This is an optimization exercise on Yosys and OpenROAD, whose aim is small area, not a production implementation.
Where RTL was checked, it was by simulation tests only, not by an equivalence proof against the original.

==> inputs of 09-24 <==
==> flow/design.v (excerpt) <==
module can_dma_top
(
    input  wire         bs,
    input  wire         rst_n,
    input  wire         reg_wr,
    input  wire         reg_rd,
    input  wire  [15:0] reg_addr,
    input  wire  [31:0] reg_wdata,
    output logic [31:0] reg_rdata,
    output logic        bus_busreq,
    output logic        bus_write,
    output logic [31:0] bus_addr,
    output logic [31:0] bus_wdata,
    input  wire         bus_grant,
    input  wire  [31:0] bus_rdata,
    output logic        can_start,
    output logic [63:0] can_data,
    output logic [28:0] can_id,
    output logic  [7:0] can_quanta_div,
    output logic  [5:0] can_prop_quanta,
    output logic  [5:0] can_seg1_quanta,
    output logic  [3:0] can_datalen,
    output logic        can_format,
    output logic  [1:0] can_frame_type,
    input  wire         can_busy
);
    can_dma_pkg::bus_req_t   bus_req;
    can_dma_pkg::can_frame_t can_frame;
    assign bus_busreq      = bus_req.busreq;
    assign bus_write       = bus_req.write;
    assign bus_addr        = bus_req.addr;
    assign bus_wdata       = bus_req.wdata;
    assign can_data        = can_frame.data;
    assign can_id          = can_frame.id;
    assign can_quanta_div  = can_frame.quanta_div;
    assign can_prop_quanta = can_frame.prop_quanta;
    assign can_seg1_quanta = can_frame.seg1_quanta;
    assign can_datalen     = can_frame.datalen;
    assign can_format      = can_frame.format;
    assign can_frame_type  = can_frame.frame_type;
    can_dma_pkg::frame_words_t reg_words;
    can_dma_pkg::frame_words_t desc_words;
    logic         reg_launch;
    logic         desc_launch;
    logic         chain_start;
  ...
clock: 7.0 ns
lec_check: 0
cap_margin: 20
core_margin: 2
core_utilization: 30
cts_buf_list: sky130_fd_sc_hd__clkbuf_4
slew_margin: 20
run.sh (not shown) runs the stock make flow with config.mk's settings and CLKGATE_MAP_FILE= SYNTH_SCRIPT=/design/flow/synth_recipe.tcl, a recipe that flattens the netlist after the stock synthesis.
==> 09-09 (differences from 09-24) <==
==> flow/flow/run.sh (new file) <==
#!/bin/bash
# Standard layout, with the smallest buffer on every port and a clock tree
# without dummy loads.
set -euo pipefail
export BUFFER_PORTS_ARGS="-buffer_cell sky130_fd_sc_hd__buf_1"
export CTS_ARGS="-sink_clustering_enable -repair_clock_nets -dont_use_dummy_load -buf_list sky130_fd_sc_hd__clkbuf_4"
bash standard.sh > standard.log 2>&1
==> flow/standard.sh (new file) <==
#!/bin/bash
# synth_recipe.tcl (not shown) runs the flow's synth.tcl, then flattens the netlist and writes it again
# the make line also repeats each setting of config.mk as NAME=value (left out here)
make -C /OpenROAD-flow-scripts/flow DESIGN_CONFIG=/design/flow/config.mk WORK_HOME=/design/flow/orfs CLKGATE_MAP_FILE= SYNTH_SCRIPT=/design/flow/synth_recipe.tcl "${@:-finish}"
removed: flow/run.sh
==> summary.md <==
| Metric | Value |
|---|---|
| Time the final worst path needs with I/O delays and setup | `5120 ps` |
| Peak VDD IR | `0.1230 mV` |
| Placed Instance Area | `slightly below 20000 um^2` |
| Length of routed wiring on met1 | `around 25000 um` |
| Result of the run | `finished clean` |
-- figures above: 09-09

==> summary.md <==
| Metric | Value |
|---|---|
| Peak VDD IR | `~0.20 mV` |
| Length of routed wiring on met1 | `26750 um` |
| Result of the run | `finished clean` |
| Met2 global-route usage | `32.28%` |
| Placed Instance Area | `21350 um^2` |
-- figures above: 09-24

No run of this note included a check of the RTL's function; only the layout flow was run.

==> job 6682 <==
Another version of the RTL of can_dma_top (not shown whole).
==> module can_desc_fetch, before the edit <==
module can_desc_fetch
(
    input  wire          bs,
    input  wire          rst_n,
    input  wire          chain_start,
    input  wire   [31:0] chain_base,
    input  wire          bus_grant,
    input  wire   [31:0] bus_rdata,
    input  wire          tx_active,
    output can_dma_pkg::bus_req_t     bus_req,
    output can_dma_pkg::frame_words_t desc_words_n,
    output logic         desc_launch,
    output logic         chain_active
);
    typedef enum logic [2:0] {
        ST_IDLE    = 3'd0,
        ST_LAUNCH  = 3'd1,
        ST_WAIT_HI = 3'd2,
        ST_WAIT_LO = 3'd3,
        ST_RD_REQ  = 3'd4,
        ST_RD_DATA = 3'd5,
        ST_WR_REQ  = 3'd6,
        ST_LINK    = 3'd7
    } state_t;
    state_t      state;
    logic [2:0]  word_idx;
    logic [31:0] addr;
    logic [31:0] wdata;
    logic [31:0] spare;
    assign bus_req      = {(state == ST_RD_REQ) || (state == ST_WR_REQ),
                           state == ST_WR_REQ, addr, wdata};
    assign chain_active = (state != ST_IDLE);
    assign desc_launch  = (state == ST_LAUNCH) && !tx_active;
    always_ff @(posedge bs or negedge rst_n) begin
        if (!rst_n) begin
            state <= ST_IDLE;
        end else begin
            case (state)
                ST_IDLE:    if (chain_start) state <= ST_RD_REQ;
                ST_RD_REQ:  if (bus_grant) state <= ST_RD_DATA;
                ST_RD_DATA: state <= (word_idx == 3'(7 - 1)) ? ST_LAUNCH : ST_RD_REQ;
                ST_LAUNCH:  if (!tx_active) state <= ST_WAIT_HI;
                ST_WAIT_HI: if (tx_active) state <= ST_WAIT_LO;
                ST_WAIT_LO: if (!tx_active) state <= ST_WR_REQ;
                ST_WR_REQ:  if (bus_grant) state <= ST_LINK;
                default:    state <= (spare == 32'd0) ? ST_IDLE : ST_RD_REQ;
            endcase
        end
    end
    always_ff @(posedge bs) begin
        if (state == ST_IDLE || state == ST_LINK) begin
            word_idx <= 3'd0;
        end else if (state == ST_RD_DATA) begin
            word_idx <= word_idx + 3'd1;
        end
        if (state == ST_IDLE) begin
            addr <= chain_base;
        end else if (state == ST_LINK || (state == ST_RD_DATA && word_idx == 3'd6)) begin
            addr <= spare;
        end else if (state == ST_RD_DATA) begin
            addr <= {addr[31:2] + 30'd1, addr[1:0]};
        end
        if (state == ST_RD_DATA) begin
            case (word_idx)
                3'd0:    desc_words_n.dh  <= ~bus_rdata;
                3'd1:    desc_words_n.dl  <= ~bus_rdata;
                3'd2:   desc_words_n.cmd <= ~bus_rdata;
                3'd3:    desc_words_n.id  <= ~bus_rdata;
                3'd5: wdata          <= bus_rdata;
                default:         spare          <= bus_rdata;
            endcase
        end
    end
endmodule
Settings: LEC_CHECK=0, CAP_MARGIN=0, CORE_MARGIN=2, CORE_UTILIZATION=50, SLEW_MARGIN=0; clock period 7.0 ns.
standard.sh (not shown) runs the stock make flow with config.mk's settings and CLKGATE_MAP_FILE= SYNTH_SCRIPT=/design/flow/synth_recipe.tcl, a recipe that flattens the netlist after the stock synthesis.
==> flow/flow/run.sh <==
#!/bin/bash
# Standard layout, with the smallest buffer on every port and a clock tree
# of small buffers without dummy loads.
set -euo pipefail
export BUFFER_PORTS_ARGS="-buffer_cell sky130_fd_sc_hd__buf_1"
export CTS_ARGS="-sink_clustering_enable -repair_clock_nets -dont_use_dummy_load -buf_list sky130_fd_sc_hd__clkbuf_8 -sink_clustering_size 16 -sink_clustering_max_diameter 60"
bash standard.sh > standard.log 2>&1
==> job 1347: changes against job 6682 <==
--- a/flow/design.v
+++ b/flow/design.v
@@ -139,19 +139,23 @@
             endcase
         end
     end
+    logic        addr_base, addr_spare, addr_step, addr_hold;
+    logic [31:0] addr_next;
+    assign addr_base  = (state == ST_IDLE);
+    assign addr_spare = (state == ST_LINK) || (state == ST_RD_DATA && word_idx == 3'd6);
+    assign addr_step  = (state == ST_RD_DATA && word_idx != 3'd6);
+    assign addr_hold  = !(addr_base || addr_spare || addr_step);
+    assign addr_next  = ({32{addr_base}}  & chain_base) |
+                        ({32{addr_spare}} & spare) |
+                        ({32{addr_step}}  & {addr[31:2] + 30'd1, addr[1:0]}) |
+                        ({32{addr_hold}}  & addr);
     always_ff @(posedge bs) begin
         if (state == ST_IDLE || state == ST_LINK) begin
             word_idx <= 3'd0;
         end else if (state == ST_RD_DATA) begin
             word_idx <= word_idx + 3'd1;
         end
-        if (state == ST_IDLE) begin
-            addr <= chain_base;
-        end else if (state == ST_LINK || (state == ST_RD_DATA && word_idx == 3'd6)) begin
-            addr <= spare;
-        end else if (state == ST_RD_DATA) begin
-            addr <= {addr[31:2] + 30'd1, addr[1:0]};
-        end
+        addr <= addr_next;
         if (state == ST_RD_DATA) begin
             case (word_idx)
                 3'd0:    desc_words_n.dh  <= ~bus_rdata;
==> flow/flow/run.sh (replaced) <==
#!/bin/bash
# Standard layout, with the smallest buffer on every port and a clock tree
# of small buffers without dummy loads.
set -euo pipefail
export BUFFER_PORTS_ARGS="-buffer_cell sky130_fd_sc_hd__buf_1"
export CTS_ARGS="-sink_clustering_enable -repair_clock_nets -dont_use_dummy_load -buf_list sky130_fd_sc_hd__clkbuf_4 -sink_clustering_size 8 -sink_clustering_max_diameter 60"
bash standard.sh > standard.log 2>&1
==> job 2044: changes against job 6682 <==
--- a/flow/design.v
+++ b/flow/design.v
@@ -139,19 +139,23 @@
             endcase
         end
     end
+    logic        addr_base, addr_spare, addr_step, addr_hold;
+    logic [31:0] addr_next;
+    assign addr_base  = (state == ST_IDLE);
+    assign addr_spare = (state == ST_LINK) || (state == ST_RD_DATA && word_idx == 3'd6);
+    assign addr_step  = (state == ST_RD_DATA && word_idx != 3'd6);
+    assign addr_hold  = !(addr_base || addr_spare || addr_step);
+    assign addr_next  = ({32{addr_base}}  & chain_base) |
+                        ({32{addr_spare}} & spare) |
+                        ({32{addr_step}}  & {addr[31:2] + 30'd1, addr[1:0]}) |
+                        ({32{addr_hold}}  & addr);
     always_ff @(posedge bs) begin
         if (state == ST_IDLE || state == ST_LINK) begin
             word_idx <= 3'd0;
         end else if (state == ST_RD_DATA) begin
             word_idx <= word_idx + 3'd1;
         end
-        if (state == ST_IDLE) begin
-            addr <= chain_base;
-        end else if (state == ST_LINK || (state == ST_RD_DATA && word_idx == 3'd6)) begin
-            addr <= spare;
-        end else if (state == ST_RD_DATA) begin
-            addr <= {addr[31:2] + 30'd1, addr[1:0]};
-        end
+        addr <= addr_next;
         if (state == ST_RD_DATA) begin
             case (word_idx)
                 3'd0:    desc_words_n.dh  <= ~bus_rdata;
==> flow/flow/run.sh (replaced) <==
#!/bin/bash
# Standard layout, with the smallest buffer on every port and a clock tree
# of small buffers without dummy loads; high-fanout nets are buffered by gain.
set -euo pipefail
export BUFFER_PORTS_ARGS="-buffer_cell sky130_fd_sc_hd__buf_1"
export PRE_RESIZE_TCL="$PWD/flow/pre_resize.tcl"
export CTS_ARGS="-sink_clustering_enable -repair_clock_nets -dont_use_dummy_load -buf_list sky130_fd_sc_hd__clkbuf_4 -sink_clustering_size 9 -sink_clustering_max_diameter 50"
bash standard.sh > standard.log 2>&1
==> flow/flow/pre_resize.tcl (new file) <==
# Buffer the high-fanout nets by gain before the standard placement repair.
set_dont_use $::env(DONT_USE_CELLS)
estimate_parasitics -placement
repair_design -verbose -buffer_gain 4.0 -cap_margin $::env(CAP_MARGIN) -slew_margin $::env(SLEW_MARGIN) -match_cell_footprint
==> notes.md <==
item                                                                                                  job 1347           job 2044                   job 6682
Result of the run                                                             no timing/DRC/antenna violations     did not finish  no timing/DRC/antenna violations
Last stage reached                                                                                           -  3_4_place_resized                          -
Highest Signal Layer                                                                                      met4                  -                       met5
Filler instances                                                                                          2807                  -                       2709
Number of distinct library cells after synthesis                                                            54                 54                         50
Most frequent standard cell in the layout excluding fill and tap cells               sky130_fd_sc_hd__edfxtp_1                  -  sky130_fd_sc_hd__edfxtp_1
Number of H-tree levels                                                                                      2                  -                          2
Worst Setup SP                                                                                     reg_addr[0]                  -                reg_addr[2]
FMAX                                                                                                   193 MHz                  -                    194 MHz
Tap cells                                                                                                  448                  -                        448
Wire length of the first global-routing pass                                                          74600 um                  -                   74900 um
Register area share after synthesis                                                                      71.8%              71.8%                      73.7%
Largest driver fanout on the critical path                                                                  17                  -                         31
Worst-Margin Slew                                                                                      1.17 ns                  -                    1.25 ns
Clock transition time at the flip-flop clock pins of the worst setup and hold paths                    0.09 ns                  -                    0.09 ns
Max reg flops                                                                                              128                  -                        128
Half-perimeter wire length after detailed placement                                                   32800 um                  -                   33500 um
Area Growth Syn to Fin                                                                                   12.7%                  -                      13.0%

==> static timing again, ports no longer ideal <==
The results above use ideal ports. As a check the final layouts listed here were re-extracted and re-timed, cells and wires unchanged. Step 1 (the two cells are an assumption about what drives the block):
set clk [get_ports {bs}]
set_driving_cell -lib_cell sky130_fd_sc_hd__clkbuf_16 $clk
set_driving_cell -lib_cell sky130_fd_sc_hd__buf_2 [delete_from_list [all_inputs] $clk]
Step 2 moves the port delays by t, midway between the first and last clock arrival at a register: inputs arrive t later, outputs are due t later. That takes back most of the time a late clock gives input paths. a / b / c = ideal ports / drivers / drivers and shift; a / b = the first two.
run	t, ns	setup WS [ns]	hold slack, ns	worst slew at a driven data input, ns
09-24	0.885	1.232 / 1.202 / 1.202	0.519 / 0.519 / 0.519	0.10
09-09	0.851	1.880 / 1.854 / 1.854	0.509 / 0.499 / 0.530	0.10
job 6682	0.589	1.838 / 1.807 / 1.807	0.487 / 0.487 / 0.487	0.07
job 1347	0.743	1.831 / 1.807 / 1.807	0.491 / 0.491 / 0.491	0.05
After both steps every run listed still meets setup and hold. For job 6682, which loses most, drivers alone change the setup slack by -0.031 ns; drivers and shift together by -0.031 ns.
